This design comes from an exercise in tuning for small area, a short achievable clock period and few clock cycles per item on the open sky130 flow, not from production work.
RTL that was checked went through simulation tests only; none was proved equivalent to the original.
Power is estimated from default activity; no workload was simulated.

## priority_button_rule_resolver
module priority_button_rule_resolver
#(
  parameter int NUM_RULES = pbr_pkg::NUM_RULES_DEF
) (
  input  logic                  clk,
  input  logic                  rst_n,
  input  logic                  in_tvalid,
  output logic                  in_tready,
  input  logic [pbr_pkg::IN_DATA_W-1:0]  in_tdata,
  input  logic [0:0]            in_tuser,
  output logic                  out_tvalid,
  input  logic                  out_tready,
  output logic [pbr_pkg::OUT_DATA_W-1:0] out_tdata,
  input  logic                  cfg_we,
  input  logic [pbr_pkg::CFG_IDX_W-1:0]  cfg_index,
  input  logic [pbr_pkg::CFG_DATA_W-1:0] cfg_wdata
);
Size: about 2000 cells after synthesis, ~720 flip-flops, roughly 0.029 mm^2 of cells after synthesis.
clock: 4.5 ns
lec_check: 0
cap_margin: 20
core_margin: 2
core_utilization: 55
cts_cluster_diameter: 60
cts_cluster_size: 20
setup_slack_margin: 2.2
slew_margin: 20
run.sh (not shown) runs the stock make flow with config.mk's settings and CLKGATE_MAP_FILE= SYNTH_SCRIPT=/design/flow/synth_recipe.tcl, a recipe that flattens the netlist after the stock synthesis.
Change:
--- a/flow/design.v
+++ b/flow/design.v
@@ -29,17 +29,19 @@
   input  logic        we1,
   input  logic [7:0]  w_prio,
   input  logic [15:0] w_outs,
   input  logic [1:0]  w_form,
   input  logic        w_needs,
   input  logic [15:0] w_pos,
+  input  logic [15:0] known,
   output logic [7:0]  prio,
   output logic [15:0] outs,
   output logic [1:0]  form,
   output logic        needs,
-  output logic [15:0] pos
+  output logic [15:0] pos,
+  output logic        stray
 );
   logic        live_r;
   logic [15:0] trig_r;
   always_ff @(posedge clk) begin
     if (!rst_n)   live_r <= 1'b0;
     else if (we0) live_r <= w_en && (w_trig != 16'd0);
@@ -54,12 +56,15 @@
       outs  <= w_outs;
       form  <= w_form;
       needs <= w_needs;
       pos   <= w_pos;
     end
   end
+  always_ff @(posedge clk) begin
+    stray <= |(outs & ~known);
+  end
 endmodule
 module pbr_pick (
   input  logic [7:0]        fire,
   input  logic [63:0]       ge,
   input  logic [63:0]       eq,
   output logic [7:0]        win,
@@ -92,38 +97,40 @@
   input  logic              badkey,
   input  logic [63:0]       prio,
   input  logic [127:0]      outs,
   input  logic [127:0]      pos,
   input  logic [15:0]       form,
   input  logic [7:0]        needs,
+  input  logic [7:0]        stray,
   input  logic [15:0]       known,
   output logic [54:0]       res
 );
   logic        found;
   logic [2:0]  sel;
   logic [7:0]  w_prio;
   logic [15:0] w_outs;
   logic [15:0] w_pos;
   logic [1:0]  w_form;
   logic        w_needs;
   logic        w_stray;
-  assign w_stray = |(w_outs & ~known);
   assign found = |win;
   assign sel   = {|(win & 8'hF0), |(win & 8'hCC), |(win & 8'hAA)};
   always_comb begin
     w_prio  = '0;
     w_outs  = '0;
     w_pos   = '0;
     w_form  = '0;
     w_needs = 1'b0;
+    w_stray = 1'b0;
     for (int i = 0; i < 8; i++) begin
       w_prio  = w_prio  | ({8{win[i]}}  & prio[i*8 +: 8]);
       w_outs  = w_outs  | ({16{win[i]}} & outs[i*16 +: 16]);
       w_pos   = w_pos   | ({16{win[i]}} & pos[i*16 +: 16]);
       w_form  = w_form  | ({2{win[i]}}  & form[i*2 +: 2]);
       w_needs = w_needs | (win[i] & needs[i]);
+      w_stray = w_stray | (win[i] & stray[i]);
     end
   end
   logic [2:0]  status;
   logic [15:0] bits, detail;
   logic [7:0]  x, y;
   always_comb begin
@@ -229,12 +236,13 @@
   logic [7:0]        fire;
   logic [63:0]       prio;
   logic [127:0]      outs;
   logic [15:0]       form;
   logic [7:0]        needs;
   logic [127:0]      pos;
+  logic [7:0]        stray;
   for (genvar g = 0; g < 8; g++) begin : g_cell
     pbr_cell u_cell (
       .clk     (clk),
       .rst_n   (rst_n),
       .we0     (acc_wr && (in_tdata[2:0] == 3'(g))),
       .w_en    (in_tdata[3]),
@@ -244,17 +252,19 @@
       .we1     (adv && r1_w && (r1_k == 3'(g))),
       .w_prio  (r1_prio),
       .w_outs  (r1_outs),
       .w_form  (r1_form),
       .w_needs (r1_needs),
       .w_pos   (r1_pos),
+      .known   (known),
       .prio    (prio[g*8 +: 8]),
       .outs    (outs[g*16 +: 16]),
       .form    (form[g*2 +: 2]),
       .needs   (needs[g]),
-      .pos     (pos[g*16 +: 16])
+      .pos     (pos[g*16 +: 16]),
+      .stray   (stray[g])
     );
   end
   logic [7:0] key;
   logic [7:0] dir_x;
   logic       key_bad;
   assign key = in_tdata[94:87];
@@ -278,43 +288,28 @@
       r1_v <= acc_lk;
       r1_w <= acc_wr;
     end
   end
   always_ff @(posedge clk) begin
     if (adv) begin
+      r1_fire   <= fire;
+      r1_kx     <= dir_x;
+      r1_badkey <= key_bad;
       r1_k      <= in_tdata[2:0];
       r1_prio   <= in_tdata[27:20];
       r1_form   <= in_tdata[29:28];
-      r1_needs  <= in_tuser[0] ? in_tdata[46]     : key_bad;
-      r1_outs   <= in_tuser[0] ? in_tdata[70:55]  : {dir_x, fire};
+      r1_needs  <= in_tdata[46];
+      r1_outs   <= in_tdata[70:55];
       r1_pos    <= {(in_tdata[29:28] == 2'd0) ? in_tdata[45:38] : in_tdata[54:47],
                     in_tdata[37:30]};
     end
   end
-  assign r1_fire   = r1_outs[7:0];
-  assign r1_kx     = r1_outs[15:8];
-  assign r1_badkey = r1_needs;
   logic [7:0] p_gt, p_eq;
   for (genvar g = 0; g < 8; g++) begin : g_cmp
-    logic [7:0] a, b, g1, e1;
-    logic [3:0] g2, e2;
-    logic [1:0] g3, e3;
-    assign a  = r1_prio;
-    assign b  = prio[g*8 +: 8];
-    assign g1 = a & ~b;
-    assign e1 = ~(a ^ b);
-    for (genvar k = 0; k < 4; k++) begin : g_l2
-      assign g2[k] = g1[2*k+1] | (e1[2*k+1] & g1[2*k]);
-      assign e2[k] = e1[2*k+1] & e1[2*k];
-    end
-    for (genvar k = 0; k < 2; k++) begin : g_l3
-      assign g3[k] = g2[2*k+1] | (e2[2*k+1] & g2[2*k]);
-      assign e3[k] = e2[2*k+1] & e2[2*k];
-    end
-    assign p_gt[g] = g3[1] | (e3[1] & g3[0]);
-    assign p_eq[g] = e3[1] & e3[0];
+    assign p_gt[g] = r1_prio > prio[g*8 +: 8];
+    assign p_eq[g] = r1_prio == prio[g*8 +: 8];
   end
   logic [63:0] ge_r, eq_r;
   always_ff @(posedge clk) begin
     for (int i = 0; i < 8; i++) begin
       for (int j = 0; j < 8; j++) if (j > i) begin
         if (r1_w && r1_k == 3'(i)) begin
@@ -361,12 +356,13 @@
     .badkey (r2_badkey),
     .prio   (prio),
     .outs   (outs),
     .pos    (pos),
     .form   (form),
     .needs  (needs),
+    .stray  (stray),
     .known  (known),
     .res    (res_nxt)
   );
   always_ff @(posedge clk) begin
     if (!rst_n)   out_v <= 1'b0;
     else if (adv) out_v <= r2_v;
Effect:
- non-clock buffer count drops by 51
- worst hold slack is worse by 43 ps
- clock-buffer cell count climbs by 5
- combinational power drops by 37%
- critical path depth drops by 4
- power barely changes
- synthesized cell count climbs by 1.4%
- register-to-register slack is better by 310 ps
- synthesized area climbs by 3.0%
- global-route usage climbs by 0.47 points
- die area climbs by 2.9%
- worst setup slack is better by 290 ps
- maximum frequency climbs by 12%
Testbench counts after the change, summed over its fixed seeds: cycles 12,024, items 12,000.
For the first run of this note, only the layout was checked, not whether the RTL still works.

## re-timing with driven ports
In the flow no input, the clock included, has a driving cell. The finished layouts below were timed again as built, in two steps.
Step 1, drivers: a clkbuf_16 drives clk and a buf_2 each remaining input, both assumed.
Step 2 adds t to the input delays and takes it off the output delays; t is the mean of the earliest and latest rising clock arrival at the registers after step 1. Input paths then give back, and output paths get back, about the clock's delay inside the block.
a / b / c = ideal ports / drivers / drivers and shift; a / b = the first two.
run | t (ns) | setup slack, ns | hold WS [ns] | worst setup path after step 2 | worst register clock-pin slew, ns
the first run | 0.667 | 1.834 / 1.834 / 1.630 | 0.459 / 0.459 / 0.459 | input to register | 0.09 / 0.09
the second run | 0.674 | 2.124 / 2.105 / 1.484 | 0.417 / 0.417 / 0.417 | input to register | 0.08 / 0.08
After both steps setup and hold are still met in every run listed. The setup slack of the second run, which loses most, moves by -0.019 ns with the drivers and by -0.640 ns with both steps.
